Background: an optimization exercise with open tools, aiming at small area, a short achievable clock period and few clock cycles. Do not read the settings as production practice. RTL that was checked went through simulation tests only; none was proved equivalent to the original. Function not checked in runs 1, 2 and 4: the RTL went through the layout flow alone. No activity file was given, so power comes from the tool's default toggle rates.

==> design/flow/config.mk <==
export PLATFORM = sky130hd
export DESIGN_NAME = usb_app
export DESIGN_NICKNAME = usb_app
export VERILOG_FILES = /design/flow/design.v
export SDC_FILE = /design/flow/constraint.sdc
export NUM_CORES = 4
export LEC_CHECK = 0
export ABC_CLOCK_PERIOD_IN_PS = 2400
export CAP_MARGIN = 20
export CORE_MARGIN = 2
export CORE_UTILIZATION = 50
export CTS_CLUSTER_DIAMETER = 60
export CTS_CLUSTER_SIZE = 25
export SETUP_SLACK_MARGIN = 2.6
export SLEW_MARGIN = 20
==> design/flow/constraint.sdc <==
create_clock -name core_clock -period 5.0 [get_ports {clk_i}]
set_input_delay 1.0000 -clock core_clock [delete_from_list [all_inputs] [get_ports {clk_i}]]
set_output_delay 1.0000 -clock core_clock [all_outputs]
set_load 0.01 [all_outputs]
==> design/flow/design.v <==
package app_pkg;
   localparam int CNT_W = 24;
   localparam logic [23:0] LFSR_POLY = 24'hE10000;
   localparam logic [31:0] CRC_POLY_REF = 32'hEDB88320;
   typedef enum logic [2:0] {
      P_LOOP,
      P_CODE,
      P_ARG0,
      P_ARG1,
      P_ARG2,
      P_ODATA,
      P_WAIT
   } pstate_e;
   typedef enum logic [2:0] {
      C_IN,
      C_OUT,
      C_ADDR,
      C_LFSRW,
      C_RREAD
   } pcmd_e;
   typedef enum logic [2:0] {
      J_IN,
      J_LOAD,
      J_RREAD,
      J_LREAD,
      J_WORD,
      J_ECHO
   } job_e;
   typedef enum logic [1:0] {
      G_IDLE,
      G_IN,
      G_WORD,
      G_RREAD
   } gstate_e;
endpackage
`timescale 1ns/1ps
module byte_pacer #(
   parameter int WAIT_W = 8
) (
   input  logic              clk_i,
   input  logic              rstn,
   input  logic              wait_set_i,
   input  logic [WAIT_W-1:0] wait_val_i,
   input  logic              paced_i,     
   output logic              wait_nz_o,
   output logic              free_o,      
   output logic              near_free_o  
);
   logic [WAIT_W-1:0] wait_q;
   logic [WAIT_W-1:0] gap_q;
   logic [WAIT_W-1:0] gap_d;
   assign wait_nz_o = |wait_q;
   always_comb begin
      if (paced_i)      gap_d = wait_q;
      else if (|gap_q)  gap_d = gap_q - 1'b1;
      else              gap_d = '0;
   end
   assign free_o      = ~|gap_d;
   assign near_free_o = ~|gap_q[WAIT_W-1:1];
   always_ff @(posedge clk_i or negedge rstn) begin
      if (!rstn) begin
         wait_q <= '0;
         gap_q  <= '0;
      end else begin
         if (wait_set_i) wait_q <= wait_val_i;
         gap_q <= gap_d;
      end
   end
endmodule
`timescale 1ns/1ps
module crc32_engine (
   input  logic        clk_i,
   input  logic        rstn,
   input  logic        init_i,    
   input  logic        upd_i,
   input  logic [7:0]  data_i,
   input  logic        load_i,
   input  logic [31:0] load_val_i,
   output logic [31:0] crc_o
);
   logic [31:0] crc_q;
   logic [31:0] base;
   function automatic logic [31:0] crc_byte(input logic [31:0] crc, input logic [7:0] data);
      logic [31:0] c;
      c = crc ^ {24'd0, data};
      for (int i = 0; i < 8; i++) begin
         if (c[0]) c = (c >> 1) ^ app_pkg::CRC_POLY_REF;
         else      c = c >> 1;
      end
      crc_byte = c;
   endfunction
   assign base  = init_i ? 32'hFFFF_FFFF : crc_q;
   assign crc_o = crc_q;
   always_ff @(posedge clk_i) begin
      if (load_i) begin
         crc_q <= load_val_i;
      end else if (upd_i) begin
         crc_q <= crc_byte(base, data_i);
      end else if (init_i) begin
         crc_q <= '1;
      end
   end
endmodule
`timescale 1ns/1ps
module lfsr24 (
   input  logic        clk_i,
   input  logic        rstn,
   input  logic        load_i,
   input  logic [23:0] load_val_i,
   input  logic        step_i,
   output logic [23:0] lfsr_o
);
   logic [23:0] lfsr_q;
   logic        fb;
   assign fb     = ~^(lfsr_q & app_pkg::LFSR_POLY);
   assign lfsr_o = lfsr_q;
   always_ff @(posedge clk_i or negedge rstn) begin
      if (!rstn) begin
         lfsr_q <= '0;
      end else if (load_i) begin
         lfsr_q <= load_val_i;
      end else if (step_i) begin
         lfsr_q <= {lfsr_q[22:0], fb};
      end
   end
endmodule
`timescale 1ns/1ps
module byte_ram #(
   parameter int TAP_P = 8
) (
   input  logic       clk_i,
   input  logic       rstn,
   input  logic       set_addr_i,
   input  logic [7:0] set_val_i,
   input  logic       zero_addr_i,
   input  logic       wr_en_i,
   input  logic [7:0] wr_data_i,
   input  logic       wr_cont_i,     
   output logic       wr_ok_o,       
   output logic       wr_idle_o,     
   input  logic       rd_start_i,
   input  logic       rd_take_i,     
   output logic       rd_ok_o,       
   output logic [7:0] rd_data_o
);
   localparam int NT = 256 / TAP_P;
   localparam int SW = $clog2(TAP_P);
   localparam int KW = 8 - SW;
   logic [2047:0]    ring;
   logic [7:0]       ph;
   logic [7:0]       apos;          
   logic [7:0]       dl_data [TAP_P];
   logic [TAP_P-1:0] dl_v;
   logic [SW-1:0]    w_s;
   logic [KW-1:0]    w_k;
   logic [7:0]       w_d;
   logic             w_en;
   logic [7:0]       wd;
   logic [7:0]       rd_off;        
   logic [7:0]       tap [NT];
   assign wr_idle_o = ~|dl_v;
   assign wr_ok_o   = wr_idle_o | wr_cont_i;
   assign wd   = apos - 8'd2;
   assign w_en = dl_v[w_s];
   assign w_d  = dl_data[w_s];
   always_ff @(posedge clk_i or negedge rstn) begin
      if (!rstn) begin
         ph   <= '0;
         apos <= '0;
         dl_v <= '0;
      end else begin
         ph <= ph + 1'b1;
         if (set_addr_i)       apos <= set_val_i - ph - 8'd1;
         else if (wr_en_i)     apos <= apos;
         else if (zero_addr_i) apos <= ~ph;
         else                  apos <= apos - 8'd1;
         for (int j = TAP_P - 1; j > 0; j--) begin
            dl_v[j] <= dl_v[j-1] & (w_s != SW'(j - 1));
         end
         dl_v[0] <= wr_en_i;
      end
   end
   always_ff @(posedge clk_i) begin
      if (wr_en_i && wr_idle_o) begin
         w_s <= wd[SW-1:0];
         w_k <= wd[7:SW];
      end
      if (rd_start_i)      rd_off <= apos - 8'd1;
      else if (!rd_take_i) rd_off <= rd_off - 8'd1;
      dl_data[0] <= wr_data_i;
      for (int j = 1; j < TAP_P; j++) begin
         dl_data[j] <= dl_data[j-1];
      end
   end
   logic [2047:0] ring_d;
   always_comb begin
      ring_d = {ring[7:0], ring[2047:8]};
      for (int k = 0; k < NT; k++) begin
         if (w_en && w_k == KW'(k)) ring_d[k*TAP_P*8 +: 8] = w_d;
      end
   end
   always_ff @(posedge clk_i) begin
      ring <= ring_d;
   end
   always_comb begin
      for (int k = 0; k < NT; k++) begin
         tap[k] = ring[k*TAP_P*8 +: 8];
      end
   end
   assign rd_ok_o   = (rd_off[SW-1:0] == '0);
   assign rd_data_o = tap[rd_off[7:SW]];
endmodule
`timescale 1ns/1ps
module app_ctrl (
   input  logic        clk_i,
   input  logic        rstn,
   input  logic [7:0]  out_data_i,
   input  logic        out_valid_i,
   output logic        out_ready_o,
   output logic [7:0]  in_data_o,
   output logic        in_valid_o,
   input  logic        in_ready_i,
   output logic        wait_set_o,
   output logic [7:0]  wait_val_o,
   output logic        paced_o,
   input  logic        wait_nz_i,
   input  logic        pace_free_i,
   input  logic        pace_near_free_i,
   output logic        pcrc_init_o,
   output logic        pcrc_upd_o,
   output logic [7:0]  pcrc_data_o,
   input  logic [31:0] pcrc_i,
   output logic        gcrc_init_o,
   output logic        gcrc_upd_o,
   output logic [7:0]  gcrc_data_o,
   output logic        gcrc_load_o,
   output logic [31:0] gcrc_load_val_o,
   input  logic [31:0] gcrc_i,
   output logic        lfsr_load_o,
   output logic [23:0] lfsr_load_val_o,
   output logic        lfsr_step_o,
   input  logic [23:0] lfsr_i,
   output logic        set_addr_o,
   output logic [7:0]  set_val_o,
   output logic        zero_addr_o,
   output logic        wr_en_o,
   output logic [7:0]  wr_data_o,
   output logic        wr_cont_o,
   input  logic        wr_ok_i,
   input  logic        wr_idle_i,
   output logic        rd_start_o,
   output logic        rd_take_o,
   input  logic        rd_ok_i,
   input  logic [7:0]  rd_data_i
);
   logic        rdy_q;
   logic        sk_v_q;
   logic [7:0]  sk_d_q;
   logic        ov_q, tv_q;           
   logic [7:0]  od_q, td_q;
   logic        op_q, tp_q;           
   logic        pL_q, pC_q, pA0_q, pA1_q, pA2_q, pD_q, pW_q;
   logic        cIN_q, cOUT_q, cADDR_q, cLW_q, cRR_q;
   logic [23:0] arg_q;
   logic        arg_last_q;           
   logic        lb_q;                 
   logic        sl_v_q;
   logic        sIN_q, sLD_q, sRR_q, sLR_q, sWD_q;
   logic        gI_q, gN_q, gW_q, gR_q;
   logic [23:0] gcnt_q;
   logic        glast_q;              
   logic [1:0]  gidx_q;
   logic        hs_out;
   logic        b_v;
   logic [7:0]  b;
   logic        b_zero;
   logic        b_six;
   assign hs_out = out_valid_i & rdy_q;
   assign b_v    = sk_v_q | hs_out;
   assign b      = sk_v_q ? sk_d_q : out_data_i;
   assign b_zero = (b == 8'h00);
   assign b_six  = (b == 8'h06);
   logic in_take;
   logic ofree;         
   logic g_ready;       
   logic byp_ok;        
   logic slot_busy;     
   logic rread_busy;
   logic echo_ok;
   logic gen_quiet;
   logic sl_arg;
   logic cjob;
   assign in_take    = ov_q & in_ready_i;
   assign ofree      = ~tv_q & ~(wait_nz_i & (ov_q | ~pace_near_free_i));
   assign g_ready    = gI_q & ofree;
   assign byp_ok     = g_ready & ~sl_v_q;
   assign slot_busy  = sl_v_q & ~g_ready;
   assign rread_busy = (sl_v_q & sRR_q) | gR_q;
   assign echo_ok    = byp_ok & ~rread_busy & wr_ok_i;
   assign gen_quiet  = gI_q & ~sl_v_q & ~ov_q & ~tv_q;
   assign sl_arg     = sl_v_q & (sIN_q | sLD_q | sRR_q);
   assign cjob       = cIN_q | cLW_q | cRR_q;
   logic tL, tC, tA0, tA1, tA2, tD, tW;
   logic take;
   logic sl_fill;
   logic c_in, c_out, c_addr, c_wait, c_lw, c_rr;    
   assign tL  = b_v & pL_q & (b_zero | echo_ok);
   assign tC  = b_v & pC_q & ~(b_six & slot_busy);
   assign tA0 = b_v & pA0_q & ~(sl_arg & ~g_ready);
   assign tA1 = b_v & pA1_q;
   assign tA2 = b_v & pA2_q & ~(cjob & slot_busy) & ~(cOUT_q & sl_v_q & sWD_q & ~g_ready);
   assign tD  = b_v & pD_q & ~(arg_last_q & slot_busy);
   assign tW  = b_v & pW_q & gen_quiet;
   assign take = tL | tC | tA0 | tA1 | tA2 | tD | tW;
   assign c_in   = (b == 8'h01);
   assign c_out  = (b == 8'h02);
   assign c_addr = (b == 8'h03);
   assign c_wait = (b == 8'h04);
   assign c_lw   = (b == 8'h05);
   assign c_rr   = (b == 8'h08);
   assign sl_fill = (tC & b_six & ~byp_ok) | (tA2 & cjob & ~byp_ok) | (tD & arg_last_q);
   logic        sl_take;
   logic        st_E, st_LR, st_WD, st_IN, st_LD, st_RR;    
   logic [23:0] gj_arg;
   assign sl_take = sl_v_q & g_ready;
   assign st_E    = b_v & pL_q & ~b_zero & echo_ok;
   assign st_LR   = (sl_take & sLR_q) | (b_v & pC_q & b_six & byp_ok);
   assign st_WD   = sl_take & sWD_q;
   assign st_IN   = (sl_take & sIN_q) | (b_v & pA2_q & cIN_q & byp_ok);
   assign st_LD   = (sl_take & sLD_q) | (b_v & pA2_q & cLW_q & byp_ok);
   assign st_RR   = (sl_take & sRR_q) | (b_v & pA2_q & cRR_q & byp_ok);
   assign gj_arg  = sl_v_q ? arg_q : {b, arg_q[15:0]};
   logic rd_go;
   logic run_in;
   logic run_wd;
   assign rd_go  = gR_q & ofree & rd_ok_i & wr_idle_i;
   assign run_in = gN_q & ofree;
   assign run_wd = gW_q & ofree;
   logic        oload;
   logic [7:0]  onext;
   logic        opaced;
   assign oload  = st_E | st_LR | st_WD | st_IN | run_in | run_wd | rd_go;
   assign opaced = st_IN | run_in | rd_go;
   always_comb begin
      if (gN_q)                          onext = lfsr_i[7:0];
      else if (gW_q)                     onext = ~gcrc_i[gidx_q*8 +: 8];
      else if (gR_q)                     onext = rd_data_i;
      else if (sl_v_q ? sWD_q : 1'b0)    onext = ~pcrc_i[7:0];
      else if (sl_v_q ? 1'b1 : ~pL_q)    onext = lfsr_i[7:0];
      else                               onext = b;
   end
   assign lfsr_step_o     = st_IN | run_in;
   assign lfsr_load_o     = st_LD;
   assign lfsr_load_val_o = gj_arg;
   assign gcrc_init_o     = st_IN;
   assign gcrc_upd_o      = st_IN | run_in;
   assign gcrc_data_o     = lfsr_i[7:0];
   assign gcrc_load_o     = st_LR | st_WD;
   assign gcrc_load_val_o = gI_q & ~(sl_v_q & sWD_q) ? ~{8'h00, lfsr_i} : pcrc_i;
   assign rd_start_o = st_RR;
   assign rd_take_o  = rd_go;
   assign wr_en_o     = st_E;
   assign wr_data_o   = b;
   assign wr_cont_o   = lb_q;
   assign set_addr_o  = tA0 & cADDR_q;
   assign set_val_o   = b;
   assign zero_addr_o = st_RR;
   assign paced_o    = (in_take & op_q) | (hs_out & pD_q & ~sk_v_q);
   assign wait_set_o = tW;
   assign wait_val_o = b;
   assign pcrc_init_o = tA2 & cOUT_q;
   assign pcrc_upd_o  = tD;
   assign pcrc_data_o = b;
   assign out_ready_o = rdy_q;
   assign in_valid_o  = ov_q;
   assign in_data_o   = od_q;
   logic sk_v_d;
   logic omove;
   assign sk_v_d = b_v & ~take;
   assign omove  = ~ov_q | in_take;
   always_ff @(posedge clk_i or negedge rstn) begin
      if (!rstn) begin
         rdy_q  <= 1'b0;
         sk_v_q <= 1'b0;
         sk_d_q <= '0;
         ov_q   <= 1'b0;
         od_q   <= '0;
         op_q   <= 1'b0;
         tv_q   <= 1'b0;
         td_q   <= '0;
         tp_q   <= 1'b0;
      end else begin
         sk_v_q <= sk_v_d;
         if (!sk_v_q) sk_d_q <= out_data_i;
         rdy_q  <= ~sk_v_d & pace_free_i;
         if (omove) begin
            if (tv_q) begin
               ov_q <= 1'b1;
               od_q <= td_q;
               op_q <= tp_q;
            end else begin
               ov_q <= oload;
               od_q <= onext;
               op_q <= opaced;
            end
         end
         if (tv_q) begin
            if (omove) tv_q <= 1'b0;
         end else if (oload && !omove) begin
            tv_q <= 1'b1;
            td_q <= onext;
            tp_q <= opaced;
         end
      end
   end
   always_ff @(posedge clk_i or negedge rstn) begin
      if (!rstn) begin
         pL_q <= 1'b1; pC_q <= 1'b0; pA0_q <= 1'b0; pA1_q <= 1'b0;
         pA2_q <= 1'b0; pD_q <= 1'b0; pW_q <= 1'b0;
         lb_q <= 1'b0;
      end else begin
         lb_q  <= st_E;
         pL_q  <= (pL_q & ~(tL & b_zero)) | tW | (tA2 & ~cOUT_q) | (tD & arg_last_q) |
                  (tC & ~(c_in | c_out | c_addr | c_wait | c_lw | c_rr));
         pC_q  <= (pC_q & ~tC) | (tL & b_zero);
         pA0_q <= (pA0_q & ~tA0) | (tC & (c_in | c_out | c_addr | c_lw | c_rr));
         pA1_q <= (pA1_q & ~tA1) | tA0;
         pA2_q <= (pA2_q & ~tA2) | tA1;
         pD_q  <= (pD_q & ~(tD & arg_last_q)) | (tA2 & cOUT_q);
         pW_q  <= (pW_q & ~tW) | (tC & c_wait);
      end
   end
   always_ff @(posedge clk_i) begin
      if (tC) begin
         cIN_q   <= c_in;
         cOUT_q  <= c_out;
         cADDR_q <= c_addr;
         cLW_q   <= c_lw;
         cRR_q   <= c_rr;
      end
      if (tA0) arg_q[7:0]  <= b;
      if (tA1) arg_q[15:8] <= b;
      if (tA2) begin
         arg_q[23:16] <= b;
         arg_last_q   <= ({b, arg_q[15:0]} == 24'd0);
      end
      if (tD) begin
         arg_q      <= arg_q - 1'b1;
         arg_last_q <= (arg_q == 24'd1);
      end
   end
   always_ff @(posedge clk_i or negedge rstn) begin
      if (!rstn) begin
         sl_v_q <= 1'b0;
         gI_q <= 1'b1; gN_q <= 1'b0; gW_q <= 1'b0; gR_q <= 1'b0;
      end else begin
         if (sl_fill)      sl_v_q <= 1'b1;
         else if (sl_take) sl_v_q <= 1'b0;
         gI_q <= (gI_q & ~(st_LR | st_WD | st_IN | st_RR)) |
                 (run_wd & (gidx_q == 2'd3)) | (rd_go & glast_q);
         gN_q <= (gN_q & ~(run_in & glast_q)) | (st_IN & (gj_arg != 24'd0));
         gW_q <= (gW_q & ~(run_wd & (gidx_q == 2'd3))) | st_LR | st_WD |
                 (st_IN & (gj_arg == 24'd0)) | (run_in & glast_q);
         gR_q <= (gR_q & ~(rd_go & glast_q)) | st_RR;
      end
   end
   always_ff @(posedge clk_i) begin
      if (sl_fill) begin
         sIN_q <= pA2_q & cIN_q;
         sLD_q <= pA2_q & cLW_q;
         sRR_q <= pA2_q & cRR_q;
         sLR_q <= pC_q;
         sWD_q <= pD_q;
      end
      if (st_LR || st_WD) gidx_q <= 2'd1;
      if (st_IN)          gidx_q <= 2'd0;
      if (run_wd)         gidx_q <= gidx_q + 1'b1;
      if (st_IN || st_RR) begin
         gcnt_q  <= gj_arg;
         glast_q <= st_IN ? (gj_arg == 24'd1) : (gj_arg == 24'd0);
      end
      if (run_in || rd_go) begin
         gcnt_q  <= gcnt_q - 1'b1;
         glast_q <= run_in ? (gcnt_q == 24'd2) : (gcnt_q == 24'd1);
      end
   end
endmodule
`timescale 1ns/1ps
module usb_app #(
   parameter int RAM_DEPTH = 256,
   parameter int WAIT_W    = 8
) (
   input  logic       clk_i,
   input  logic       rstn_i,
   input  logic [7:0] out_data_i,
   input  logic       out_valid_i,
   output logic       out_ready_o,
   output logic [7:0] in_data_o,
   output logic       in_valid_o,
   input  logic       in_ready_i
);
   logic        rst_meta;
   logic        rstn;
   logic        wait_set;
   logic [7:0]  wait_val;
   logic        paced;
   logic        wait_nz;
   logic        pace_free;
   logic        pace_near_free;
   logic        pcrc_init, pcrc_upd, pcrc_load;
   logic [7:0]  pcrc_data;
   logic [31:0] pcrc;
   logic        gcrc_init, gcrc_upd, gcrc_load;
   logic [7:0]  gcrc_data;
   logic [31:0] gcrc_load_val;
   logic [31:0] gcrc;
   logic        lfsr_load, lfsr_step;
   logic [23:0] lfsr_load_val;
   logic [23:0] lfsr;
   logic        set_addr, zero_addr;
   logic [7:0]  set_val;
   logic        wr_en, wr_cont, wr_ok, wr_idle;
   logic [7:0]  wr_data;
   logic        rd_start, rd_take, rd_ok;
   logic [7:0]  rd_data;
   always_ff @(posedge clk_i or negedge rstn_i) begin
      if (!rstn_i) begin
         rst_meta <= 1'b0;
         rstn     <= 1'b0;
      end else begin
         rst_meta <= 1'b1;
         rstn     <= rst_meta;
      end
   end
   app_ctrl u_ctrl (
      .clk_i, .rstn,
      .out_data_i, .out_valid_i, .out_ready_o,
      .in_data_o, .in_valid_o, .in_ready_i,
      .wait_set_o(wait_set), .wait_val_o(wait_val), .paced_o(paced),
      .wait_nz_i(wait_nz), .pace_free_i(pace_free), .pace_near_free_i(pace_near_free),
      .pcrc_init_o(pcrc_init), .pcrc_upd_o(pcrc_upd), .pcrc_data_o(pcrc_data), .pcrc_i(pcrc),
      .gcrc_init_o(gcrc_init), .gcrc_upd_o(gcrc_upd), .gcrc_data_o(gcrc_data),
      .gcrc_load_o(gcrc_load), .gcrc_load_val_o(gcrc_load_val), .gcrc_i(gcrc),
      .lfsr_load_o(lfsr_load), .lfsr_load_val_o(lfsr_load_val), .lfsr_step_o(lfsr_step), .lfsr_i(lfsr),
      .set_addr_o(set_addr), .set_val_o(set_val), .zero_addr_o(zero_addr),
      .wr_en_o(wr_en), .wr_data_o(wr_data), .wr_cont_o(wr_cont),
      .wr_ok_i(wr_ok), .wr_idle_i(wr_idle),
      .rd_start_o(rd_start), .rd_take_o(rd_take),
      .rd_ok_i(rd_ok), .rd_data_i(rd_data)
   );
   byte_pacer #(.WAIT_W(WAIT_W)) u_pacer (
      .clk_i, .rstn,
      .wait_set_i(wait_set), .wait_val_i(WAIT_W'(wait_val)), .paced_i(paced),
      .wait_nz_o(wait_nz), .free_o(pace_free), .near_free_o(pace_near_free)
   );
   crc32_engine u_pcrc (
      .clk_i, .rstn,
      .init_i(pcrc_init), .upd_i(pcrc_upd), .data_i(pcrc_data),
      .load_i(1'b0), .load_val_i(32'd0), .crc_o(pcrc)
   );
   crc32_engine u_gcrc (
      .clk_i, .rstn,
      .init_i(gcrc_init), .upd_i(gcrc_upd), .data_i(gcrc_data),
      .load_i(gcrc_load), .load_val_i(gcrc_load_val), .crc_o(gcrc)
   );
   lfsr24 u_lfsr (
      .clk_i, .rstn,
      .load_i(lfsr_load), .load_val_i(lfsr_load_val),
      .step_i(lfsr_step), .lfsr_o(lfsr)
   );
   byte_ram u_ram (
      .clk_i, .rstn,
      .set_addr_i(set_addr), .set_val_i(set_val), .zero_addr_i(zero_addr),
      .wr_en_i(wr_en), .wr_data_i(wr_data), .wr_cont_i(wr_cont),
      .wr_ok_o(wr_ok), .wr_idle_o(wr_idle),
      .rd_start_i(rd_start), .rd_take_i(rd_take),
      .rd_ok_o(rd_ok), .rd_data_o(rd_data)
   );
endmodule
==> design/flow/run.sh <==
#!/bin/bash
# synth_recipe.tcl (not shown) runs the flow's synth.tcl, then flattens the netlist and writes it again
# the make line also repeats each setting of config.mk as NAME=value (left out here)
make -C /OpenROAD-flow-scripts/flow DESIGN_CONFIG=/design/flow/config.mk WORK_HOME=/design/flow/orfs CLKGATE_MAP_FILE= SYNTH_SCRIPT=/design/flow/synth_recipe.tcl finish
==> results of run 1 <==
-- metrics by stage --
| stage | utilization | hold slack (ns) | instance area (sq um) | total power [mW] |
|---|---|---|---|---|
| 6_report | 0.6230 | 0.3086 | 78430 | 43.15 |
| 3_5_place_dp | 0.5260 | 0.3121 | 66220 | 28.02 |
| 3_3_place_gp | 0.5260 | 0.3096 | 66220 | 28.04 |
| 4_1_cts | 0.6033 | 0.3104 | 75950 | 42.06 |
| 2_1_floorplan | - | 0.3096 | 64180 | 25.63 |
| 5_1_grt | 0.6230 | 0.3104 | 78430 | 44.65 |
-- final cells by class --
class                   count  area, sq um  share of cell area
flip-flops and latches   2362        48630              0.6200
multi-input cells        2207        17230              0.2197
repair buffers            492         5732             0.07308
clock buffers             161         3855             0.04915
well taps                1650         2064             0.02632
clock inverters            49        673.1            0.008583
inverters                  50        229.0            0.002919
repair inverters            2        18.77           0.0002393
diodes                      1        2.502          0.00003191
-- power groups by stage --
stage | Combinational [mW] | Clock, mW | Sequential, mW
after global placement | 7.06 | 0 | 21.0
after CTS | 9.19 | 12.4 | 20.5
after floorplan | 5.22 | 0 | 20.4
after detailed placement | 7.04 | 0 | 21.0
after global routing | 10.9 | 13.1 | 20.6
final | 10.4 | 12.2 | 20.5
-- synthesized netlist by cell type, types with 7 or more instances --
library cell,instances,share of area
o31ai_1,14,0.0017
mux2_2,165,0.029
nor4_1,23,0.0023
a211oi_1,17,0.0020
dfxtp_1,2176,0.69
nor3b_1,10,0.0012
o22ai_1,25,0.0025
edfxtp_1,78,0.037
nor2b_1,13,0.0013
a22oi_1,23,0.0027
o21ai_0,267,0.021
a21oi_1,167,0.013
and3_1,29,0.0029
o22a_1,14,0.0019
inv_1,45,0.0027
mux2i_1,40,0.0063
nor2_1,271,0.016
a31oi_1,32,0.0031
nor3_1,67,0.0053
o221ai_1,7,0.00096
mux4_2,12,0.0042
xnor2_1,167,0.023
and2_1,20,0.0020
or3_1,8,0.00079
nand3_1,152,0.012
clkbuf_1,176,0.010
or2_2,7,0.00069
o21a_1,7,0.00083
xor2_1,53,0.0073
a32o_1,14,0.0022
nand2_1,356,0.021
buf_1,23,0.0014
a221oi_1,7,0.00096
o211ai_1,15,0.0018
nand4_1,20,0.0020
a32oi_1,15,0.0021
a22o_1,8,0.0011
buf_2,13,0.0010
ha_1,20,0.0039
dfrtp_1,106,0.042
nand2b_1,9,0.00089
-- flip-flops by register name, indices dropped and copies added (netlist names), 24 cells and up --
register       flops
u_lfsr.lfsr_q     24
u_pcrc.crc_q      32
u_ctrl.gcnt_q     24
u_ram.dl_data     64
u_ram.ring      2048
u_ctrl.arg_q      24
u_gcrc.crc_q      32
-- worst max-delay path: stages, from the launching register on --
cell and delay (ns):
edfxtp_1 0.49, buf_6 0.18, buf_6 0.11, and3b_1 0.18, buf_8 0.14, a22o_1 0.22, a222oi_1 0.56, nand4_1 0.38
a311o_1 0.40, a22o_1 0.21, mux2_4 0.26
-- logic make-up (layout without fill, tap and decap cells) --
logic type | Yosys count | count (layout) | synth area share
other cells | 1 | 2 | 0.00005897
flops | 2362 | 2362 | 0.7644
compound gates | 693 | 697 | 0.06640
simple gates | 1023 | 1036 | 0.07309
xor+xnor | 234 | 234 | 0.03569
fa+ha+maj | 21 | 21 | 0.004250
buf+inv | 265 | 754 | 0.01613
mux | 218 | 218 | 0.03998
-- per-layer routing --
| metal | vias to the layer above | track usage | share of wire |
|---|---|---|---|
| met5 | - | 0 | 0.000062 |
| met2 | 1492 | 0.3935 | 0.44 |
| li1 | 17090 | - | - |
| met3 | 394 | 0.04858 | 0.073 |
| met1 | 18414 | 0.3749 | 0.45 |
| met4 | 2 | 0.09812 | 0.041 |
-- worst max-delay path by stage --
stage	start	endpoint	slack [ns]	cells after the start
floorplan	out_data_i[5]	u_ctrl.td_q[4]	1.74	10
global placement	out_valid_i	u_pcrc.crc_q[18]	0.83	10
detailed placement	out_valid_i	u_pcrc.crc_q[23]	0.80	9
CTS	u_ram.rd_off[7]	u_ctrl.td_q[3]	1.83	10
global route	u_pacer.gap_q[2]	u_pcrc.crc_q[23]	1.81	10
finish	u_ram.rd_off[7]	u_ctrl.td_q[3]	1.75	10
-- repair_timing --
action                     in CTS  in global routing
buffers inserted              238                112
pin swaps                     184                137
gates cloned                   36                 13
setup endpoints to repair     533                453
resized for setup             639                297
==> impl_metrics.json, run 1 <==
{
  "ys_types": 88,
  "worstHoldEndpoint": "u_ram.ring[494]",
  "final_critical_path_setup_slack_ns": 1.751,
  "core_rows": 130,
  "detail_route.wl_per_cell_microns": 25.28,
  "global_route.usage.total": 0.2612,
  "cell_internal_pwr_mw": 30.26,
  "cts_inserted_buffers": 139,
  "max-vdd-ir-drop_mv": 0.3638,
  "netlist_area_before_placement_sq_um": 63590,
  "holdCritStartpoint": "u_ram.ring[502]",
  "synth_enable_flop_cells": 78,
  "fp.coreArea_sq_um": 125900,
  "setup.worst_path.class": "register to register",
  "ratio_of_final_minimum_period_to_clock_period": 0.6498,
  "worst_r2r_endpoint": "u_ctrl.td_q[3]",
  "place_hpwl_microns": 113300,
  "drv.max_cap_violation_count": 0,
  "postRouteWirelength_microns": 176300,
  "max_fclk_ghz": 0.3078,
  "detail-route-antenna-nets": 0,
  "timing.final.hold_violations": 0,
  "number_of_cells_produced_by_synthesis": 4817,
  "setup-tns-final_ns": 0,
  "final_count_of_pins_violating_max_slew": 0,
  "cts_hold_buf": 0,
  "clockPowerShare": 0.282,
  "n_fill_cell": 9489,
  "fp.dieH_microns": 360.6,
  "required_ns": 5.67,
  "synth-async-reset-ratio": 0.04572,
  "synth-seq-area-share": 0.7644,
  "yosys_warnings": 8,
  "pre_cts_slack_ns": 0.8032,
  "final_common_cell": "dfxtp_1",
  "grt_antenna_before_repair": 16,
  "finalNonFillerCells": 6974,
  "clock_tree.buffer_depth": 3,
  "clk_transition_reported_paths_ns": 0.09,
  "gp_congestion": 0.9536,
  "static-leakage-power_nw": 30.83,
  "worstPathMaxFanout": 4,
  "synth_nets": 4850,
  "run_status": "no timing/DRC/antenna violations",
  "die_area_sq_um": 130100,
  "final.setup_skew_ns": 0.04685,
  "setup_viol": 0,
  "p_sw_frac": 0.2988,
  "setup_repair_after_global_routing_missed_its_margin": "yes",
  "setup.worst_path.start_class": "register",
  "grt_start_max_net_pins": 55,
  "switchingPower_mw": 12.90,
  "grt_pass1_vias": 34777,
  "syn_area_per_cell_sq_um": 13.20,
  "ys_ff_latch": 2362,
  "cts.sinks": 2362,
  "clk-insertion-delay-late_ns": 0.79,
  "max-slew-margin-rel": 0.2360,
  "r2r-start": "u_ram.rd_off[7]",
  "final_nets": 5287,
  "power_frac_seq": 0.476,
  "min_period_ns": 3.249,
  "die_width_microns": 360.6,
  "layout-area-overhead-vs-synth_pct": 23.33,
  "root_buffer": "clkbuf_16",
  "route.detailed.drc": 0,
  "global_route_congestion_overflow_total": 0,
  "setup.worst_path.end_class": "register",
  "place.detailed.instances": 6364,
  "synth_ff_type": "dfxtp_1",
  "cts-htree-levels": 4,
  "dr_total_vias": 37392,
  "drtIter0Drc": 3924,
  "worstMarginPinSlew_ns": 1.144,
  "via_per_inst": 5.362,
  "firstDrtPassIters": 6,
  "grt_first_pass_wirelength_microns": 245400,
  "powerDensity_nw_per_um2": 550.2,
  "ff2ff_path_depth": 10,
  "cts_tree": "built",
  "initial_utilization": 0.5051,
  "fraction_of_layout_cells_with_a_size_suffix_above_1": 0.2482,
  "number_of_buffer_cells_added_on_primary_ports": 21,
  "worst_hold_path.num_cells": 0,
  "regToRegSetupSlack_ns": 1.75,
  "critPathArrivalTime_ns": 3.92,
  "mostFrequentLayoutCells": "2176 x dfxtp_1, 316 x nand2_1, 226 x buf_4, 213 x o21ai_0, 203 x nor2_1",
  "pwr-share-comb": 0.242,
  "min-delay-path-class": "register to register",
  "io-pin-count": 22
}
==> run 2: changes to the inputs <==
--- a/design/flow/config.mk
+++ b/design/flow/config.mk
@@ -7,3 +7,3 @@
 export LEC_CHECK = 0
-export ABC_CLOCK_PERIOD_IN_PS = 2400
+export ABC_CLOCK_PERIOD_IN_PS = 2000
 export CAP_MARGIN = 20
@@ -13,3 +13,3 @@
 export CTS_CLUSTER_SIZE = 25
-export SETUP_SLACK_MARGIN = 2.6
+export SETUP_SLACK_MARGIN = 3.0
 export SLEW_MARGIN = 20
==> impl_metrics.json, run 2 <==
{
  "run_status": "no timing/DRC/antenna violations",
  "synth-seq-area-share": 0.7644,
  "clk_transition_reported_paths_ns": 0.09,
  "critPathArrivalTime_ns": 3.82,
  "cts.sinks": 2362,
  "fp.coreArea_sq_um": 125900,
  "setup.worst_path.class": "input port to register",
  "synthMostInstantiatedCell": "dfxtp_1",
  "gp_congestion": 0.9105,
  "timing.final.hold_violations": 0,
  "synth_xor_area_frac": 0.03569,
  "grt_antenna_before_repair": 10,
  "via_per_inst": 5.359,
  "post_synth_mux_area_share": 0.03998,
  "synth_nets": 4850,
  "detail_route.wl_per_cell_microns": 25.28,
  "final_nets": 5349,
  "root_buffer": "clkbuf_16",
  "synth_ff_type": "dfxtp_1",
  "fp.dieH_microns": 360.6,
  "ff2ff_path_depth": 12,
  "initial_utilization": 0.5051,
  "ys_top_cells_by_area": "dfxtp_1 69%, dfrtp_1 4.2%, edfxtp_1 3.7%",
  "synth_compound_gate_area_share": 0.06640,
  "drv.max_cap_violation_count": 0,
  "grt_first_pass_wirelength_microns": 251900,
  "grt_start_max_net_pins": 69,
  "synth.top_cells.by_count": "2176 x dfxtp_1, 356 x nand2_1, 271 x nor2_1",
  "detail-route-antenna-nets": 0,
  "layout_top_registers": "u_ram.ring (2048), u_ram.dl_data (64)",
  "setup_repair_after_global_routing_missed_its_margin": "yes",
  "min_period_ns": 3.177,
  "setup-tns-final_ns": 0,
  "worst_hold_path.num_cells": 0,
  "worstMarginPinSlew_ns": 1.030,
  "core_rows": 130,
  "die_width_microns": 360.6,
  "netlist_area_before_placement_sq_um": 63590,
  "timing.critical_path.from": "out_valid_i",
  "clk-insertion-delay-late_ns": 0.80,
  "postRouteWirelength_microns": 178200,
  "drtIter0Drc": 3584,
  "route.detailed.drc": 0,
  "largest_family_of_logic_cells_by_synthesized_area": "simple AND/OR/NAND/NOR gates",
  "final_common_cell": "dfxtp_1",
  "syn_area_per_cell_sq_um": 13.20,
  "final.setup_skew_ns": 0.04752,
  "core_utilization_of_the_finished_layout": 0.6420,
  "synth-adder-area-share": 0.004250,
  "final_count_of_pins_violating_max_slew": 0,
  "setup.worst_path.start_class": "input port",
  "synth_largest_area_cell": "dfxtp_1",
  "regToRegSetupSlack_ns": 1.90,
  "global_route_congestion_overflow_total": 0,
  "max-slew-margin-rel": 0.3136,
  "setup_viol": 0,
  "flip_flop_count_of_the_largest_register_all_copies_and_words_added": 2048,
  "max-vdd-ir-drop_mv": 0.5356,
  "cts_tree": "built",
  "synth_enable_flop_cells": 78,
  "die_area_sq_um": 130100,
  "number_of_buffer_cells_added_on_primary_ports": 21,
  "cts-htree-levels": 4,
  "setup.worst_path.end_class": "register",
  "yosys_warnings": 8,
  "synth_simple_gate_area_share": 0.07309,
  "holdCritStartpoint": "u_ram.ring[43]",
  "firstDrtPassIters": 8,
  "clock_tree.buffer_depth": 3,
  "timing.hold.ws_ns": 0.2945,
  "routed-wl-met3_microns": 11920,
  "detail_route.wirelength.met1_microns": 78790,
  "static-leakage-power_nw": 31.70,
  "wl_met2_microns": 78230,
  "min-delay-path-class": "register to register",
  "required_ns": 5.65,
  "worstHoldEndpoint": "u_ram.ring[35]",
  "worstPathMaxFanout": 11,
  "cts_inserted_buffers": 141,
  "powerDensity_nw_per_um2": 543.1,
  "max_fclk_ghz": 0.3148,
  "dr_total_vias": 37778,
  "ys_types": 88,
  "ys_ff_latch": 2362,
  "synth_top_area_frac": 0.6850,
  "n_fill_cell": 9248,
  "fraction_of_layout_cells_with_a_size_suffix_above_1": 0.2923,
  "grt_pass1_vias": 36550,
  "mostFrequentLayoutCells": "2176 x dfxtp_1, 232 x buf_4, 220 x nand2_1, 211 x nor2_1, 157 x clkbuf_16",
  "worst_r2r_endpoint": "u_pcrc.crc_q[2]",
  "r2r-start": "u_pacer.gap_q[2]",
  "io-pin-count": 22,
  "global_route.usage.total": 0.2670,
  "layout-area-overhead-vs-synth_pct": 27.09,
  "ratio_of_final_minimum_period_to_clock_period": 0.6353,
  "regMostFlops": "u_ram.ring",
  "number_of_cells_produced_by_synthesis": 4817,
  "top_layer_used": "met4",
  "synth-async-reset-ratio": 0.04572,
  "place_hpwl_microns": 106600
}
-- run 2: cell count changes in the layout (fill, tap and decap cells not counted), sizes merged, moves of 3 or more --
| cell | delta |
|---|---|
| diode | +7 |
| buf | +62 |
| nand2 | +5 |
| clkbuf | +6 |
| inv | +7 |
| clkinv | -3 |
-- run 2: how the worst max path moves through the flow --
stage | endpoint | slack (ns)
floorplan | u_ctrl.td_q[4] | 1.74
global placement | u_pcrc.crc_q[18] | 0.81
detailed placement | u_pcrc.crc_q[21] | 0.79
CTS | u_pcrc.crc_q[23] | 1.95
global route | u_pcrc.crc_q[20] | 1.80
finish | u_pcrc.crc_q[2] | 1.82
-- run 2: kinds of logic (layout without fill, tap and decap cells) --
| family | Yosys count | count (layout) |
|---|---|---|
| AOI/OAI and AO/OA | 693 | 695 |
| xor gates and xnor gates | 234 | 234 |
| adders and majority gates | 21 | 21 |
| buffers and inverters | 265 | 823 |
| DFF | 2362 | 2362 |
| muxes | 218 | 218 |
| other | 1 | 9 |
| and+or+nand+nor | 1023 | 1037 |
-- run 2: repair_timing --
action | 4_1_cts | 5_1_grt
hold buffers | 0 | 0
setup buffers | 331 | 85
cloned | 43 | 12
resized for setup | 834 | 418
endpoints found under the setup margin | 550 | 535
pin swaps | 250 | 165
-- run 2: cell type report --
class | count | area (sq um) | area share
timing repair buffer | 555 | 6798 | 0.08411
clock inverter | 54 | 683.2 | 0.008453
multi-input combinational | 2206 | 18590 | 0.2300
clock buffer | 164 | 3815 | 0.04720
inverter | 50 | 229.0 | 0.002833
antenna | 8 | 20.02 | 0.0002477
sequential | 2362 | 48620 | 0.6016
tap | 1650 | 2064 | 0.02554
-- run 2: worst max-delay path, cell delays in order --
cell,delay (ns)
clkdlybuf4s50_1,0.57
a21o_2,0.34
and3_1,0.42
o31a_4,0.29
buf_6,0.14
buf_12,0.13
buf_6,0.09
nor2_2,0.03
xnor3_1,0.25
xnor2_2,0.20
nor2_1,0.07
a211oi_1,0.28
-- run 2: where the power goes --
part / switching, mW / internal, mW
registers: 0.893 / 19.6
clock network: 6.41 / 5.74
logic: 5.98 / 5.24
total: 13.3 / 30.6
-- run 2: stage by stage --
stage / instance area [sq um] / power [mW] / setup slack, ns / cells
floorplan: 65500 / 25.88 / 1.745 / 4817
global placement: 67010 / 28.12 / 0.8120 / 6352
detailed placement: 67010 / 28.13 / 0.7902 / 6352
CTS: 78320 / 42.72 / 1.949 / 6944
global route: 80800 / 45.39 / 1.801 / 7041
finish: 80820 / 43.89 / 1.823 / 7049
-- run 2: per-layer routing --
metal,vias up,track usage
li1,17250,-
met1,18590,0.3719
met2,1498,0.4028
met3,440,0.04913
met4,0,0.1289
met5,-,0
==> run 3: changes to the inputs <==
--- a/design/flow/design.v
+++ b/design/flow/design.v
@@ -51,2 +51,3 @@
    logic [WAIT_W-1:0] gap_d;
+   logic              near_q;
    assign wait_nz_o = |wait_q;
@@ -58,3 +59,3 @@
    assign free_o      = ~|gap_d;
-   assign near_free_o = ~|gap_q[WAIT_W-1:1];
+   assign near_free_o = near_q;
    always_ff @(posedge clk_i or negedge rstn) begin
@@ -63,5 +64,7 @@
          gap_q  <= '0;
+         near_q <= 1'b1;
       end else begin
          if (wait_set_i) wait_q <= wait_val_i;
-         gap_q <= gap_d;
+         gap_q  <= gap_d;
+         near_q <= ~|gap_d[WAIT_W-1:1];
       end
@@ -271,2 +274,5 @@
    logic        glast_q;              
+   logic        rv_q;                 
+   logic [7:0]  rdat_q;
+   logic        rdone_q;              
    logic [1:0]  gidx_q;
@@ -333,5 +339,7 @@
    logic rd_go;
+   logic rd_iss;
    logic run_in;
    logic run_wd;
-   assign rd_go  = gR_q & ofree & rd_ok_i & wr_idle_i;
+   assign rd_iss = gR_q & ~rdone_q & rd_ok_i & wr_idle_i & (~rv_q | ofree);
+   assign rd_go  = gR_q & rv_q & ofree;
    assign run_in = gN_q & ofree;
@@ -346,3 +354,3 @@
       else if (gW_q)                     onext = ~gcrc_i[gidx_q*8 +: 8];
-      else if (gR_q)                     onext = rd_data_i;
+      else if (gR_q)                     onext = rdat_q;
       else if (sl_v_q ? sWD_q : 1'b0)    onext = ~pcrc_i[7:0];
@@ -360,3 +368,3 @@
    assign rd_start_o = st_RR;
-   assign rd_take_o  = rd_go;
+   assign rd_take_o  = rd_iss;
    assign wr_en_o     = st_E;
@@ -384,31 +392,21 @@
          sk_v_q <= 1'b0;
-         sk_d_q <= '0;
          ov_q   <= 1'b0;
-         od_q   <= '0;
-         op_q   <= 1'b0;
          tv_q   <= 1'b0;
-         td_q   <= '0;
-         tp_q   <= 1'b0;
       end else begin
          sk_v_q <= sk_v_d;
-         if (!sk_v_q) sk_d_q <= out_data_i;
          rdy_q  <= ~sk_v_d & pace_free_i;
-         if (omove) begin
-            if (tv_q) begin
-               ov_q <= 1'b1;
-               od_q <= td_q;
-               op_q <= tp_q;
-            end else begin
-               ov_q <= oload;
-               od_q <= onext;
-               op_q <= opaced;
-            end
-         end
-         if (tv_q) begin
-            if (omove) tv_q <= 1'b0;
-         end else if (oload && !omove) begin
-            tv_q <= 1'b1;
-            td_q <= onext;
-            tp_q <= opaced;
-         end
+         if (omove)     ov_q <= tv_q | oload;
+         if (tv_q)      tv_q <= ~omove;
+         else           tv_q <= oload & ~omove;
+      end
+   end
+   always_ff @(posedge clk_i) begin
+      if (!sk_v_q) sk_d_q <= out_data_i;
+      if (omove) begin
+         od_q <= tv_q ? td_q : onext;
+         op_q <= tv_q ? tp_q : opaced;
+      end
+      if (!tv_q || omove) begin
+         td_q <= onext;
+         tp_q <= opaced;
       end
@@ -455,2 +453,3 @@
          gI_q <= 1'b1; gN_q <= 1'b0; gW_q <= 1'b0; gR_q <= 1'b0;
+         rv_q <= 1'b0;
       end else begin
@@ -459,3 +458,3 @@
          gI_q <= (gI_q & ~(st_LR | st_WD | st_IN | st_RR)) |
-                 (run_wd & (gidx_q == 2'd3)) | (rd_go & glast_q);
+                 (run_wd & (gidx_q == 2'd3)) | (rd_go & rdone_q);
          gN_q <= (gN_q & ~(run_in & glast_q)) | (st_IN & (gj_arg != 24'd0));
@@ -463,3 +462,4 @@
                  (st_IN & (gj_arg == 24'd0)) | (run_in & glast_q);
-         gR_q <= (gR_q & ~(rd_go & glast_q)) | st_RR;
+         gR_q <= (gR_q & ~(rd_go & rdone_q)) | st_RR;
+         rv_q <= rd_iss | (rv_q & ~rd_go);
       end
@@ -481,3 +481,3 @@
       end
-      if (run_in || rd_go) begin
+      if (run_in || rd_iss) begin
          gcnt_q  <= gcnt_q - 1'b1;
@@ -485,2 +485,5 @@
       end
+      if (st_RR)       rdone_q <= 1'b0;
+      else if (rd_iss) rdone_q <= glast_q;
+      if (rd_iss)      rdat_q  <= rd_data_i;
    end
--- a/design/flow/config.mk
+++ b/design/flow/config.mk
@@ -7,3 +7,3 @@
 export LEC_CHECK = 0
-export ABC_CLOCK_PERIOD_IN_PS = 2000
+export ABC_CLOCK_PERIOD_IN_PS = 2400
 export CAP_MARGIN = 20
@@ -13,3 +13,3 @@
 export CTS_CLUSTER_SIZE = 25
-export SETUP_SLACK_MARGIN = 3.0
+export SETUP_SLACK_MARGIN = 2.6
 export SLEW_MARGIN = 20
==> impl_metrics.json, run 3 <==
{
  "ys_ff_latch": 2365,
  "syn_area_per_cell_sq_um": 13.81,
  "ff2ff_path_depth": 11,
  "max-vdd-ir-drop_mv": 0.8689,
  "regArea_sq_um": 48830,
  "min-delay-path-class": "register to asynchronous set/reset pin",
  "layout-area-overhead-vs-synth_pct": 27.52,
  "number_of_buffer_cells_added_on_primary_ports": 21,
  "place_hpwl_microns": 97670,
  "number_of_cells_produced_by_synthesis": 4564,
  "gp_congestion": 0.8822,
  "powerDensity_nw_per_um2": 584.3,
  "flip_flop_count_of_the_largest_register_all_copies_and_words_added": 2048,
  "core_rows": 130,
  "setup_viol": 0,
  "netlist_area_before_placement_sq_um": 63030,
  "io-pin-count": 22,
  "worstMarginPinSlew_ns": 1.011,
  "critPathArrivalTime_ns": 3.55,
  "detail-route-antenna-nets": 0,
  "fp.dieH_microns": 359.0,
  "timing.critical_path.from": "u_pacer.wait_q[1]",
  "synth_nets": 4597,
  "timing.final.hold_violations": 0,
  "synth-seq-area-share": 0.7744,
  "cts_tree": "built",
  "min_period_ns": 2.907,
  "fp.coreArea_sq_um": 125400,
  "clock_tree.buffer_depth": 3,
  "synth-async-reset-ratio": 0.03552,
  "cts_hold_buf": 0,
  "worst_r2r_endpoint": "u_pcrc.crc_q[20]",
  "yosys_warnings": 8,
  "final_common_cell": "dfxtp_1",
  "final_nets": 5193,
  "synth_ff_type": "dfxtp_1",
  "setup-tns-final_ns": 0,
  "dr_total_vias": 36132,
  "setup.worst_path.end_class": "register",
  "synth_largest_area_cell": "dfxtp_1",
  "clk-insertion-delay-late_ns": 0.79,
  "grt_pass1_vias": 34333,
  "synth_enable_flop_cells": 104,
  "run_status": "no timing/DRC/antenna violations",
  "clk_transition_reported_paths_ns": 0.09,
  "regToRegSetupSlack_ns": 2.09,
  "die_area_sq_um": 128900,
  "place.detailed.instances": 6147,
  "static-leakage-power_nw": 31.74,
  "max-slew-margin-rel": 0.3258,
  "ratio_of_final_minimum_period_to_clock_period": 0.5815,
  "cts-htree-levels": 4,
  "max_fclk_ghz": 0.3440,
  "regMostFlops": "u_ram.ring",
  "setup.worst_path.start_class": "register",
  "totalPowerFinal_mw": 46.96,
  "multi_input_area_sq_um": 18080,
  "setup.worst_path.class": "register to register",
  "synthMostInstantiatedCell": "dfxtp_1",
  "postRouteWirelength_microns": 167100,
  "n_fill_cell": 8934,
  "grt_start_max_net_pins": 70,
  "root_buffer": "clkbuf_16",
  "worstPathMaxFanout": 4,
  "firstDrtPassIters": 5,
  "final_count_of_pins_violating_max_slew": 0,
  "drv.max_cap_violation_count": 0,
  "mostFrequentLayoutCells": "2177 x dfxtp_1, 269 x buf_4, 199 x nor2_1, 197 x nand2_1, 184 x buf_6",
  "synth.top_cells.by_count": "2177 x dfxtp_1, 287 x nor2_1, 274 x nand2_1",
  "final.setup_skew_ns": 0.03462,
  "ys_top_cells_by_area": "dfxtp_1 69%, edfxtp_1 5.0%, mux2_2 3.2%",
  "detail_route.wl_per_cell_microns": 24.28,
  "global_route_congestion_overflow_total": 0,
  "layout_top_registers": "u_ram.ring (2048), u_ram.dl_data (64)",
  "grt_first_pass_wirelength_microns": 229700,
  "timing.hold.ws_ns": 0.1559,
  "drtIter0Drc": 3098,
  "ys_types": 91,
  "finalNonFillerCells": 6881,
  "via_per_inst": 5.251,
  "global_route.usage.total": 0.2421,
  "fraction_of_layout_cells_with_a_size_suffix_above_1": 0.3054,
  "synth_top_area_frac": 0.6915,
  "die_width_microns": 359.0,
  "cts_inserted_buffers": 135,
  "r2r-start": "u_pacer.wait_q[1]",
  "grt_antenna_before_repair": 7,
  "cts.sinks": 2365,
  "setup_repair_after_global_routing_missed_its_margin": "yes",
  "initial_utilization": 0.5026,
  "required_ns": 5.64,
  "route.detailed.drc": 0
}
-- run 3: worst max-delay path by stage --
stage	to	slack, ns	depth (start not counted)
finish	u_pcrc.crc_q[20]	2.09	11
floorplan	u_ctrl.gidx_q[0]	1.98	9
CTS	u_pcrc.crc_q[20]	2.12	11
detailed placement	u_gcrc.crc_q[13]	1.0	8
global route	u_pcrc.crc_q[23]	2.00	11
global placement	u_gcrc.crc_q[19]	1.0	9
-- run 3: cell type report --
| cell class | count | area share |
|---|---|---|
| Clock inverter | 47 | 0.007986 |
| Antenna cell | 1 | 0.00003114 |
| Tap cell | 1650 | 0.02569 |
| Inverter | 50 | 0.002724 |
| Timing Repair Buffer | 599 | 0.08505 |
| Sequential cell | 2365 | 0.6075 |
| Timing Repair inverter | 1 | 0.00009341 |
| Clock buffer | 160 | 0.04594 |
| Multi-Input combinational cell | 2008 | 0.2250 |
-- run 3: metrics by stage --
| stage | setup WS (ns) | cell area, sq um | util |
|---|---|---|---|
| after CTS | 2.120 | 76330 | 0.6086 |
| after floorplan | 1.978 | 63660 | - |
| after detailed placement | 0.9974 | 65800 | 0.5247 |
| after global placement | 0.9990 | 65800 | 0.5247 |
| final | 2.093 | 80370 | 0.6409 |
| after global routing | 1.996 | 80370 | 0.6409 |
-- run 3: where the power goes --
part           internal, mW  switching, mW  total (mW)
combinational          6.87           6.80        13.7
clock                  5.63           6.31        11.9
sequential             19.9           1.43        21.3
total                  32.4           14.6        47.0
-- run 3: layer usage --
layer,up-vias,part of all wire,global-route usage
li1,16609,-,-
met3,457,0.056,0.03828
met2,1276,0.46,0.3849
met4,2,0.057,0.1229
met5,-,0.000078,0
met1,17788,0.42,0.3223
-- run 3: cells by family (layout without fill, tap and decap cells) --
kind of cell | after synthesis | in the layout | share of synthesized area
AND/OR/NAND/NOR | 823 | 843 | 0.05924
buffers and inverters | 218 | 857 | 0.01396
flip-flops | 2365 | 2365 | 0.7744
XOR/XNOR | 247 | 247 | 0.03802
other | 1 | 2 | 0.00005950
AO/OA/AOI/OAI | 647 | 654 | 0.06515
multiplexers | 242 | 242 | 0.04486
adder cells (fa/ha/maj) | 21 | 21 | 0.004288
-- run 3: repair_timing --
action	4_1_cts	5_1_grt
pin swaps	227	225
gates cloned	35	22
endpoints found under the hold margin	0	0
gates resized for setup	702	555
buffers inserted	308	160
setup endpoints to repair	549	487
-- run 3: critical path: stages, from the launching register on --
cell and delay [ns]:
dfrtp_2 0.44, nor4_4 0.34, a21oi_4 0.15, buf_6 0.17
o211ai_4 0.26, buf_6 0.15, a21oi_4 0.06, xnor2_4 0.18
xnor3_2 0.51, xor2_2 0.22, o31ai_1 0.22, a31oi_1 0.06
Testbench counts of run 3, summed over its fixed seeds: cycles 7,021.
==> run 4: changes to the inputs <==
--- a/design/flow/design.v
+++ b/design/flow/design.v
@@ -52,3 +52,4 @@
    logic              near_q;
-   assign wait_nz_o = |wait_q;
+   logic              wait_nz_q;
+   assign wait_nz_o = wait_nz_q;
    always_comb begin
@@ -62,7 +63,11 @@
       if (!rstn) begin
-         wait_q <= '0;
-         gap_q  <= '0;
-         near_q <= 1'b1;
+         wait_q    <= '0;
+         wait_nz_q <= 1'b0;
+         gap_q     <= '0;
+         near_q    <= 1'b1;
       end else begin
-         if (wait_set_i) wait_q <= wait_val_i;
+         if (wait_set_i) begin
+            wait_q    <= wait_val_i;
+            wait_nz_q <= |wait_val_i;
+         end
          gap_q  <= gap_d;
@@ -76,2 +81,3 @@
    input  logic        rstn,
+   input  logic        en_i,
    input  logic        init_i,    
@@ -97,8 +103,6 @@
    always_ff @(posedge clk_i) begin
-      if (load_i) begin
-         crc_q <= load_val_i;
-      end else if (upd_i) begin
-         crc_q <= crc_byte(base, data_i);
-      end else if (init_i) begin
-         crc_q <= '1;
+      if (en_i) begin
+         if (load_i)     crc_q <= load_val_i;
+         else if (upd_i) crc_q <= crc_byte(base, data_i);
+         else            crc_q <= '1;
       end
@@ -231,2 +235,3 @@
    input  logic        pace_near_free_i,
+   output logic        pcrc_en_o,
    output logic        pcrc_init_o,
@@ -235,2 +240,3 @@
    input  logic [31:0] pcrc_i,
+   output logic        gcrc_en_o,
    output logic        gcrc_init_o,
@@ -362,6 +368,9 @@
    assign lfsr_load_val_o = gj_arg;
-   assign gcrc_init_o     = st_IN;
-   assign gcrc_upd_o      = st_IN | run_in;
+   logic g_ld_sel;
+   assign g_ld_sel        = gI_q & (sl_v_q ? (sLR_q | sWD_q) : pC_q);
+   assign gcrc_en_o       = st_LR | st_WD | st_IN | run_in;
+   assign gcrc_init_o     = gI_q;
+   assign gcrc_upd_o      = ~g_ld_sel;
    assign gcrc_data_o     = lfsr_i[7:0];
-   assign gcrc_load_o     = st_LR | st_WD;
+   assign gcrc_load_o     = g_ld_sel;
    assign gcrc_load_val_o = gI_q & ~(sl_v_q & sWD_q) ? ~{8'h00, lfsr_i} : pcrc_i;
@@ -378,4 +387,7 @@
    assign wait_val_o = b;
-   assign pcrc_init_o = tA2 & cOUT_q;
-   assign pcrc_upd_o  = tD;
+   logic p_init;
+   assign p_init      = pA2_q & cOUT_q & ~(sl_v_q & sWD_q & ~g_ready);
+   assign pcrc_en_o   = p_init | tD;
+   assign pcrc_init_o = p_init;
+   assign pcrc_upd_o  = pD_q;
    assign pcrc_data_o = b;
@@ -512,6 +524,6 @@
    logic        pace_near_free;
-   logic        pcrc_init, pcrc_upd, pcrc_load;
+   logic        pcrc_en, pcrc_init, pcrc_upd, pcrc_load;
    logic [7:0]  pcrc_data;
    logic [31:0] pcrc;
-   logic        gcrc_init, gcrc_upd, gcrc_load;
+   logic        gcrc_en, gcrc_init, gcrc_upd, gcrc_load;
    logic [7:0]  gcrc_data;
@@ -543,4 +555,4 @@
       .wait_nz_i(wait_nz), .pace_free_i(pace_free), .pace_near_free_i(pace_near_free),
-      .pcrc_init_o(pcrc_init), .pcrc_upd_o(pcrc_upd), .pcrc_data_o(pcrc_data), .pcrc_i(pcrc),
-      .gcrc_init_o(gcrc_init), .gcrc_upd_o(gcrc_upd), .gcrc_data_o(gcrc_data),
+      .pcrc_en_o(pcrc_en), .pcrc_init_o(pcrc_init), .pcrc_upd_o(pcrc_upd), .pcrc_data_o(pcrc_data), .pcrc_i(pcrc),
+      .gcrc_en_o(gcrc_en), .gcrc_init_o(gcrc_init), .gcrc_upd_o(gcrc_upd), .gcrc_data_o(gcrc_data),
       .gcrc_load_o(gcrc_load), .gcrc_load_val_o(gcrc_load_val), .gcrc_i(gcrc),
@@ -560,3 +572,3 @@
       .clk_i, .rstn,
-      .init_i(pcrc_init), .upd_i(pcrc_upd), .data_i(pcrc_data),
+      .en_i(pcrc_en), .init_i(pcrc_init), .upd_i(pcrc_upd), .data_i(pcrc_data),
       .load_i(1'b0), .load_val_i(32'd0), .crc_o(pcrc)
@@ -565,3 +577,3 @@
       .clk_i, .rstn,
-      .init_i(gcrc_init), .upd_i(gcrc_upd), .data_i(gcrc_data),
+      .en_i(gcrc_en), .init_i(gcrc_init), .upd_i(gcrc_upd), .data_i(gcrc_data),
       .load_i(gcrc_load), .load_val_i(gcrc_load_val), .crc_o(gcrc)
==> impl_metrics.json, run 4 <==
{
  "route.detailed.drc": 0,
  "setup.worst_path.class": "register to register",
  "io-pin-count": 22,
  "final_nets": 4862,
  "synth_largest_area_cell": "dfxtp_1",
  "n_fill_cell": 9651,
  "number_of_buffer_cells_added_on_primary_ports": 21,
  "cts-htree-levels": 4,
  "detail-route-antenna-nets": 0,
  "clk_transition_reported_paths_ns": 0.07,
  "dr_total_vias": 34125,
  "final_common_cell": "dfxtp_1",
  "power_frac_seq": 0.496,
  "die_area_sq_um": 130000,
  "switchingPower_mw": 11.73,
  "global_route_congestion_overflow_total": 0,
  "drtIter0Drc": 3062,
  "setup-tns-final_ns": 0,
  "static-leakage-power_nw": 29.71,
  "timing.final.hold_violations": 0,
  "cell_internal_pwr_mw": 29.53,
  "ys_ff_latch": 2366,
  "synth_ff_type": "dfxtp_1",
  "final_count_of_pins_violating_max_slew": 0,
  "worstMarginPinSlew_ns": 1.278,
  "place_hpwl_microns": 106100,
  "via_per_inst": 5.206,
  "p_sw_frac": 0.2842,
  "synth-seq-area-share": 0.7785,
  "layout_top_registers": "u_ram.ring (2048), u_ram.dl_data (64)",
  "cts.sinks": 2366,
  "cts_inserted_buffers": 138,
  "setup_viol": 0,
  "detail_route.wl_per_cell_microns": 24.24,
  "min-delay-path-class": "register to asynchronous set/reset pin",
  "max-slew-margin-rel": 0.1465,
  "totalPowerFinal_mw": 41.26,
  "clock_tree.buffer_depth": 3,
  "regArea_sq_um": 49500,
  "synth_top_area_frac": 0.6656,
  "synth_enable_flop_cells": 168,
  "grt_start_max_net_pins": 72,
  "drv.max_cap_violation_count": 0,
  "grt_pass1_vias": 32085,
  "powerDensity_nw_per_um2": 544.1,
  "fp.coreArea_sq_um": 125900,
  "worstPathMaxFanout": 8,
  "synthMostInstantiatedCell": "dfxtp_1",
  "multi_input_area_sq_um": 15770,
  "ys_top_cells_by_area": "dfxtp_1 67%, edfxtp_1 7.9%, mux2_2 3.5%",
  "setup.worst_path.end_class": "register",
  "firstDrtPassIters": 8,
  "die_width_microns": 360.5,
  "netlist_area_before_placement_sq_um": 63550,
  "cts_hold_buf": 0,
  "pwr-share-comb": 0.215,
  "number_of_cells_produced_by_synthesis": 4469,
  "ratio_of_final_minimum_period_to_clock_period": 0.5396,
  "synth.top_cells.by_count": "2113 x dfxtp_1, 263 x nand2_1, 243 x nor2_1",
  "run_status": "no timing/DRC/antenna violations",
  "mostFrequentLayoutCells": "2113 x dfxtp_1, 233 x buf_4, 232 x nand2_1, 196 x nor2_1, 168 x edfxtp_1",
  "gp_congestion": 0.9930,
  "min_period_ns": 2.698,
  "clk-insertion-delay-late_ns": 0.80,
  "fraction_of_layout_cells_with_a_size_suffix_above_1": 0.2346,
  "synth-async-reset-ratio": 0.03593,
  "core_rows": 130,
  "layout-area-overhead-vs-synth_pct": 19.33,
  "root_buffer": "clkbuf_16",
  "grt_antenna_before_repair": 16,
  "regMostFlops": "u_ram.ring",
  "ys_types": 97,
  "max-vdd-ir-drop_mv": 0.8411,
  "yosys_warnings": 8,
  "setup_repair_after_global_routing_missed_its_margin": "yes",
  "critPathArrivalTime_ns": 3.18,
  "required_ns": 5.48,
  "final.setup_skew_ns": 0.03745,
  "max_fclk_ghz": 0.3707,
  "cts_tree": "built",
  "global_route.usage.total": 0.2383,
  "postRouteWirelength_microns": 158900,
  "fp.dieH_microns": 360.5,
  "setup.worst_path.start_class": "register",
  "initial_utilization": 0.5048,
  "syn_area_per_cell_sq_um": 14.22,
  "flip_flop_count_of_the_largest_register_all_copies_and_words_added": 2048,
  "synth_nets": 4502,
  "grt_first_pass_wirelength_microns": 222700,
  "clockPowerShare": 0.289
}
==> run 4: changes by cell type after synthesis, moves of 12 or more <==
cell	delta
a21oi_1	-58
a22oi_1	-13
buf_2	-18
clkbuf_1	+13
dfxtp_1	-64
edfxtp_1	+64
mux2_1	+13
mux2_2	+16
mux2i_1	+17
nor2_1	-44
nor2b_1	+19
o21ai_0	-12
xor2_1	-15
==> run 4: through the flow <==
step / hold WS, ns / utilization / instance area (sq um) / std cells / setup slack (ns)
floorplan: 0.3096 / - / 63970 / 4469 / 1.960
global placement: 0.1689 / 0.5242 / 66000 / 6038 / 1.149
detailed placement: 0.1719 / 0.5242 / 66000 / 6038 / 1.118
CTS: 0.1742 / 0.5840 / 73520 / 6433 / 2.319
global route: 0.1837 / 0.6023 / 75830 / 6553 / 2.256
finish: 0.1674 / 0.6024 / 75830 / 6555 / 2.302
==> run 4: area by class of cell <==
class / count / share of cell area
flip-flops and latches: 2366 / 0.6527
multi-input cells: 1891 / 0.2079
repair buffers: 374 / 0.05085
clock buffers: 153 / 0.04739
well taps: 1650 / 0.02722
clock inverters: 61 / 0.01048
inverters: 58 / 0.003432
diodes: 2 / 0.00006600
==> run 4: critical path, stage by stage, from the launching register on <==
cell     delay, ns
dfrtp_4       0.54
buf_8         0.16
or4_4         0.48
o22a_4        0.26
buf_6         0.13
o41ai_4       0.41
nand3_4       0.12
buf_12        0.18
nand2_8       0.11
==> run 4: logic make-up (layout without fill, tap and decap cells) <==
group	after synthesis	count (layout)	synth area share
flops	2366	2366	0.7785
simple gates	778	785	0.05782
compound gates	562	563	0.05680
mux	287	287	0.05209
xor+xnor	234	234	0.03654
buf+inv	220	646	0.01390
fa+ha+maj	21	21	0.004253
other cells	1	3	0.00005901
==> run 4: routing by layer <==
metal	track usage	vias up	wire length [microns]	part of all wire
met3	0.04338	408	9087	0.057
met5	0	-	24	0.00015
met1	0.3165	16777	68630	0.43
met2	0.3766	1139	72110	0.45
li1	-	15797	-	-
met4	0.1176	4	9054	0.057
==> run 4: what timing repair did <==
action / in CTS / in global routing
setup endpoints to repair: 611 / 450
cloned: 12 / 5
resized for setup: 377 / 262
pin swaps: 74 / 96
setup buffers: 169 / 115
==> run 4: final timing paths <==
check | depth (start not counted) | slack [ns] | start | endpoint
setup / recovery | 8 | 2.30 | u_ctrl.sk_v_q | u_gcrc.crc_q[27]
hold / removal | 0 | 0.17 | rstn | u_pacer.gap_q[2]
setup reg to reg | 8 | 2.30 | u_ctrl.sk_v_q | u_gcrc.crc_q[27]
hold reg to reg | 0 | 0.17 | rstn | u_pacer.gap_q[2]
max in group asynchronous | 1 | 3.55 | rstn | u_ctrl.gR_q
min in group core_clock | 0 | 0.31 | u_ram.ring[1556] | u_ram.ring[1548]
==> run 4: power groups by stage <==
stage                     Combinational, mW  Clock, mW  Sequential [mW]
after global routing                   9.34       12.9             20.5
after detailed placement               6.25          0             20.9
final                                  8.88       11.9             20.5
after CTS                              7.86       12.2             20.4
after floorplan                        4.51          0             20.5
after global placement                 6.21          0             20.9

## what the ideal ports hide
In the flow no input, the clock included, has a driving cell. The finished layouts below were timed again as built, in two steps.
Step 1 sets driving cells, clkbuf_16 on the clock port and buf_2 on the other inputs (assumed; they add their load-dependent delay and slew).
Step 2 moves the port delays by t, midway between the first and last clock arrival at a register: inputs arrive t later, outputs are due t later. That takes back most of the time a late clock gives input paths.
a / b / c = ideal / step 1 / step 2; a / b = the first two.
run	t, ns	setup WS [ns]	latest minus earliest clock arrival (ns)	worst slew at a driven data input, ns	pins driven straight from the clock port
run 1	0.845	1.751 / 1.751 / 1.236	0.049 / 0.049	0.05	1
run 2	0.849	1.823 / 1.864 / 1.015	0.052 / 0.052	0.04	1
run 3	0.849	2.093 / 2.093 / 1.462	0.040 / 0.041	0.05	1
run 4	0.844	2.302 / 2.302 / 1.590	0.050 / 0.050	0.05	1
After both steps every run listed still meets setup and hold. The setup slack of run 2, which loses most, moves by +0.041 ns with the drivers and by -0.808 ns with both steps.
